Background: an optimization exercise with open tools, aiming at small area and a short achievable clock period. Do not read the settings as production practice.
Function was checked by simulation only, so behaviour that the tests miss may differ from the original.
Power and IR drop assume default switching activity.

// pe_mac_array
module pe_mac_array
#(
  parameter int DATA_WIDTH = nmcu_pkg::DATA_WIDTH,
  parameter int ACC_WIDTH  = nmcu_pkg::ACC_WIDTH,
  parameter int NUM_LANES  = 8
) (
  input  logic                            clk,
  input  logic                            rst_n,
  input  logic                            in_valid_i,
  output logic                            in_ready_o,
  input  logic [NUM_LANES*DATA_WIDTH-1:0] a_i,
  input  logic [NUM_LANES*DATA_WIDTH-1:0] b_i,
  input  logic                            first_i,
  input  logic                            last_i,
  output logic                            out_valid_o,
  input  logic                            out_ready_i,
  output logic [NUM_LANES*DATA_WIDTH-1:0] result_o,
  output logic [NUM_LANES*ACC_WIDTH-1:0]  acc_o,
  output logic [NUM_LANES-1:0]            sat_o,
  output logic                            busy_o,
  output nmcu_pkg::pe_mac_state_e        state_o
);
==> flow/config.mk <==
export PLATFORM = sky130hd
export DESIGN_NAME = pe_mac_array
export DESIGN_NICKNAME = pe_mac_array
export VERILOG_FILES = /design/flow/design.v
export SDC_FILE = /design/flow/constraint.sdc
export NUM_CORES = 4
export LEC_CHECK = 0
export ABC_AREA = 1
export CAP_MARGIN = 20
export CORE_MARGIN = 2
export CORE_UTILIZATION = 40
export SETUP_SLACK_MARGIN = 2.6
export SLEW_MARGIN = 20
export TNS_END_PERCENT = 10
==> flow/constraint.sdc <==
create_clock -name core_clock -period 6.0 [get_ports {clk}]
set_input_delay 1.2000 -clock core_clock [delete_from_list [all_inputs] [get_ports {clk}]]
set_output_delay 1.2000 -clock core_clock [all_outputs]
set_load 0.01 [all_outputs]
standard.sh (not shown) runs the stock make flow with config.mk's settings and CLKGATE_MAP_FILE= SYNTH_SCRIPT=/design/flow/synth_recipe.tcl, a recipe that flattens the netlist after the stock synthesis.
==> flow/flow/run.sh <==
#!/bin/bash
# Own layout flow: the standard flow (the standard.sh, all steps) with
# the port buffers made from buf_1 cells instead of ORFS's default choice.
# Each tool's output goes to the ORFS logs under orfs/logs; this script's
# own output goes to run.log.
set -e
{
  echo "== standard.sh"; cat standard.sh
  echo "== config.mk"; cat config.mk
  export BUFFER_PORTS_ARGS="-buffer_cell sky130_fd_sc_hd__buf_1"
  bash standard.sh
} > run.log 2>&1
The baseline ran to the end with no violations.
Then changed:
--- a/flow/design.v
+++ b/flow/design.v
@@ -119,54 +119,54 @@
   logic ms22;
   logic mc22;
   logic ms23;
   logic mc23;
   logic ms24;
   logic mc24;
-  assign bo0 = b[0];
-  assign bt0 = (b[1] & ~b[0]);
-  assign bn0 = b[1];
+  assign bo0 = b[0] & load_en;
+  assign bt0 = (b[1] & ~b[0]) & load_en;
+  assign bn0 = b[1] & load_en;
   assign pp0_0 = (bo0 & a[0]) ^ bn0;
   assign pp0_1 = ((bo0 & a[1]) | (bt0 & a[0])) ^ bn0;
   assign pp0_2 = ((bo0 & a[2]) | (bt0 & a[1])) ^ bn0;
   assign pp0_3 = ((bo0 & a[3]) | (bt0 & a[2])) ^ bn0;
   assign pp0_4 = ((bo0 & a[4]) | (bt0 & a[3])) ^ bn0;
   assign pp0_5 = ((bo0 & a[5]) | (bt0 & a[4])) ^ bn0;
   assign pp0_6 = ((bo0 & a[6]) | (bt0 & a[5])) ^ bn0;
   assign pp0_7 = ((bo0 & a[7]) | (bt0 & a[6])) ^ bn0;
   assign pp0_8 = ((bo0 & a[7]) | (bt0 & a[7])) ^ bn0;
   assign ppn0 = ~pp0_8;
-  assign bo1 = (b[2] ^ b[1]);
-  assign bt1 = ((b[3] & ~b[2] & ~b[1]) | (~b[3] & b[2] & b[1]));
-  assign bn1 = b[3];
+  assign bo1 = (b[2] ^ b[1]) & load_en;
+  assign bt1 = ((b[3] & ~b[2] & ~b[1]) | (~b[3] & b[2] & b[1])) & load_en;
+  assign bn1 = b[3] & load_en;
   assign pp1_0 = (bo1 & a[0]) ^ bn1;
   assign pp1_1 = ((bo1 & a[1]) | (bt1 & a[0])) ^ bn1;
   assign pp1_2 = ((bo1 & a[2]) | (bt1 & a[1])) ^ bn1;
   assign pp1_3 = ((bo1 & a[3]) | (bt1 & a[2])) ^ bn1;
   assign pp1_4 = ((bo1 & a[4]) | (bt1 & a[3])) ^ bn1;
   assign pp1_5 = ((bo1 & a[5]) | (bt1 & a[4])) ^ bn1;
   assign pp1_6 = ((bo1 & a[6]) | (bt1 & a[5])) ^ bn1;
   assign pp1_7 = ((bo1 & a[7]) | (bt1 & a[6])) ^ bn1;
   assign pp1_8 = ((bo1 & a[7]) | (bt1 & a[7])) ^ bn1;
   assign ppn1 = ~pp1_8;
-  assign bo2 = (b[4] ^ b[3]);
-  assign bt2 = ((b[5] & ~b[4] & ~b[3]) | (~b[5] & b[4] & b[3]));
-  assign bn2 = b[5];
+  assign bo2 = (b[4] ^ b[3]) & load_en;
+  assign bt2 = ((b[5] & ~b[4] & ~b[3]) | (~b[5] & b[4] & b[3])) & load_en;
+  assign bn2 = b[5] & load_en;
   assign pp2_0 = (bo2 & a[0]) ^ bn2;
   assign pp2_1 = ((bo2 & a[1]) | (bt2 & a[0])) ^ bn2;
   assign pp2_2 = ((bo2 & a[2]) | (bt2 & a[1])) ^ bn2;
   assign pp2_3 = ((bo2 & a[3]) | (bt2 & a[2])) ^ bn2;
   assign pp2_4 = ((bo2 & a[4]) | (bt2 & a[3])) ^ bn2;
   assign pp2_5 = ((bo2 & a[5]) | (bt2 & a[4])) ^ bn2;
   assign pp2_6 = ((bo2 & a[6]) | (bt2 & a[5])) ^ bn2;
   assign pp2_7 = ((bo2 & a[7]) | (bt2 & a[6])) ^ bn2;
   assign pp2_8 = ((bo2 & a[7]) | (bt2 & a[7])) ^ bn2;
   assign ppn2 = ~pp2_8;
-  assign bo3 = (b[6] ^ b[5]);
-  assign bt3 = ((b[7] & ~b[6] & ~b[5]) | (~b[7] & b[6] & b[5]));
-  assign bn3 = b[7];
+  assign bo3 = (b[6] ^ b[5]) & load_en;
+  assign bt3 = ((b[7] & ~b[6] & ~b[5]) | (~b[7] & b[6] & b[5])) & load_en;
+  assign bn3 = b[7] & load_en;
   assign pp3_0 = (bo3 & a[0]) ^ bn3;
   assign pp3_1 = ((bo3 & a[1]) | (bt3 & a[0])) ^ bn3;
   assign pp3_2 = ((bo3 & a[2]) | (bt3 & a[1])) ^ bn3;
   assign pp3_3 = ((bo3 & a[3]) | (bt3 & a[2])) ^ bn3;
   assign pp3_4 = ((bo3 & a[4]) | (bt3 & a[3])) ^ bn3;
   assign pp3_5 = ((bo3 & a[5]) | (bt3 & a[4])) ^ bn3;
@@ -224,14 +224,14 @@
   assign mc24 = 1'b1 & pp3_7;
   logic [15:0] row0_d, row0_q;
   assign row0_d = {1'b1, ppn3, ms24, ms23, ms22, ms21, ms20, ms19, ms18, ms17, ms16, ms15, ms14, pp1_0, pp0_1, bn0};
   logic [15:0] row1_d, row1_q;
   assign row1_d = {1'b0, mc24, mc23, mc22, mc21, mc20, mc19, mc18, mc17, mc16, mc15, mc14, mc13, ms13, 1'b0, pp0_0};
   always_ff @(posedge clk) begin
-    row0_q <= load_en ? row0_d : 16'hffff;
-    row1_q <= load_en ? row1_d : 16'h0001;
+    row0_q <= row0_d;
+    row1_q <= row1_d;
   end
   logic [31:0] acc_q;
   logic        hz_q, ho_q;
   logic ls25;
   logic lc25;
   logic ls26;
The new run produced a clean layout. Synthesized area goes down by 1.1%. Global-route usage falls by 0.69 points. Clock-buffer cell count goes up by 4. Register-to-register slack gets better by 0.07 ns. Die area falls by 1.1%. Total power goes up by 4.9%. Non-clock buffer count goes down by 13. Sequential power rises by 5.2%. Via count goes down by 4.4%. Wire length falls by 4.3%. Critical path depth is lower by 2. Utilization goes up by 0.49 points. First-iteration DRC count decreases by 19%.

Setup of onyx:
pe_mac_array with an RTL version that a note above also has.
For scale: ~4100 cells after synthesis, ~510 flip-flops, about 470 I/O pins, ~34000 um^2 of cells after synthesis.
export LEC_CHECK = 0
export ABC_AREA = 1
export CAP_MARGIN = 20
export CORE_MARGIN = 2
export CORE_UTILIZATION = 40
export SETUP_SLACK_MARGIN = 2.6
export SLEW_MARGIN = 20
create_clock -name core_clock -period 6.0 [get_ports {clk}]
Scripts as last shown in full above: flow/flow/run.sh
Modified inputs, nickel compared to onyx
--- a/flow/design.v
+++ b/flow/design.v
@@ -412,20 +412,17 @@
   always_comb begin
     all1[0] = 1'b1;
     all0[0] = 1'b1;
     for (int i = 1; i < 16; i++) begin
       all1[i] = all1[i-1] & hi[i-1];
       all0[i] = all0[i-1] & !hi[i-1];
     end
   end
-  logic [15:0] hi_inc, hi_dec;
-  assign hi_inc  = hi ^ all1;
-  assign hi_dec  = hi ^ all0;
-  assign hi_next = inc ? hi_inc : dec ? hi_dec : hi;
+  assign hi_next = hi ^ (({16{inc}} & all1) | ({16{dec}} & all0));
   logic hz_next, ho_next, z15, o15;
   assign z15 = (hi[15:1] == '0);
   assign o15 = (hi[15:1] == '1);
   assign hz_next = inc ? (o15 & hi[0])
                  : dec ? (z15 & hi[0])
                  :       (z15 & !hi[0]);
   assign ho_next = inc ? (o15 & !hi[0])
                  : dec ? (z15 & !hi[0])
@@ -467,24 +464,20 @@
   input  logic                            out_ready_i,
   output logic [NUM_LANES*DATA_WIDTH-1:0] result_o,
   output logic [NUM_LANES*ACC_WIDTH-1:0]  acc_o,
   output logic [NUM_LANES-1:0]            sat_o,
   output logic                            busy_o,
   output nmcu_pkg::pe_mac_state_e        state_o
 );
   nmcu_pkg::pe_mac_state_e state_q;
-  logic          ready;
   logic          accept;
-  logic          load;
   logic          open_group;
-  assign ready       = (state_q == nmcu_pkg::IDLE) || (state_q == nmcu_pkg::ACCUM);
-  assign in_ready_o  = rst_n && ready;
+  assign in_ready_o  = rst_n && ((state_q == nmcu_pkg::IDLE) || (state_q == nmcu_pkg::ACCUM));
   assign accept      = in_valid_i && in_ready_o;
-  assign load        = in_valid_i && ready;
   assign out_valid_o = (state_q == nmcu_pkg::DRAIN);
   assign busy_o      = (state_q != nmcu_pkg::IDLE);
   assign state_o     = state_q;
   assign open_group  = first_i || (state_q == nmcu_pkg::IDLE);
   always_ff @(posedge clk or negedge rst_n) begin
     if (!rst_n) begin
       state_q <= nmcu_pkg::IDLE;
     end else begin
@@ -497,17 +490,17 @@
     end
   end
   for (genvar n = 0; n < NUM_LANES; n++) begin : g_lane
     pe_mac_lane #(
       .DATA_WIDTH(DATA_WIDTH),
       .ACC_WIDTH (ACC_WIDTH)
     ) u_lane (
       .clk    (clk),
-      .load_en(load),
+      .load_en(accept),
       .acc_clr(open_group),
       .a      (a_i[n*DATA_WIDTH +: DATA_WIDTH]),
       .b      (b_i[n*DATA_WIDTH +: DATA_WIDTH]),
       .acc    (acc_o[n*ACC_WIDTH +: ACC_WIDTH]),
       .result (result_o[n*DATA_WIDTH +: DATA_WIDTH]),
       .sat    (sat_o[n])
     );
   end
[summary]
nickel went all the way through synthesis, placement and routing and the layout is clean on timing, DRC and antenna.
Clock buffer instance count of the final layout: nickel vs onyx up 14
The final reports for nickel and onyx show sequential power share higher in the former.
Of the two values seen for end point of the critical path, result_o[56] was produced by onyx and g_lane[1].u_lane.row0_q[7] by nickel.
[compare] base=onyx new=nickel: ratio of total power to cell area decreased by 16% relative to the old numbers, arrival time at the worst endpoint now sits higher, clock network power went up by about 3%, aggregate routed wire length climbed 290 um, synthesized area dropped 750 um^2.
nickel can be clocked slower than onyx.
Compared with onyx, nickel shows a met2 routing resource usage after global routing that is 0.55 points higher.
nickel reports its kind of critical path as in -> reg while onyx reports reg -> out.

[afterwards: timing with drivers on the ports]
No port has a modelled driver above. Below, the same layouts with a new extraction and two added sets of constraints. Step 1 assumes that a clkbuf_16 drives the clock port and a buf_2 every other input. Step 2 also shifts input and output timing later by t, the mid clock arrival at the registers, as if the neighbouring blocks saw the same clock. Three values: ideal, step 1, step 2; two values: the first two.
run | shift t [ns] | setup WS [ns] | hold WS [ns]
the first run of note 1 | 0.671 | 2.571 / 2.526 / 1.929 | 0.403 / 0.362 / 0.514
the second run of note 1 | 0.674 | 2.668 / 2.609 / 2.054 | 0.385 / 0.353 / 0.512
onyx | 0.678 | 2.675 / 2.618 / 2.079 | 0.379 / 0.343 / 0.510
nickel | 0.660 | 2.647 / 2.622 / 2.028 | 0.407 / 0.370 / 0.500
After both steps setup and hold are still met in every run listed. For the first run of note 1, which loses most, drivers alone change the setup slack by -0.045 ns; drivers and shift together by -0.642 ns.
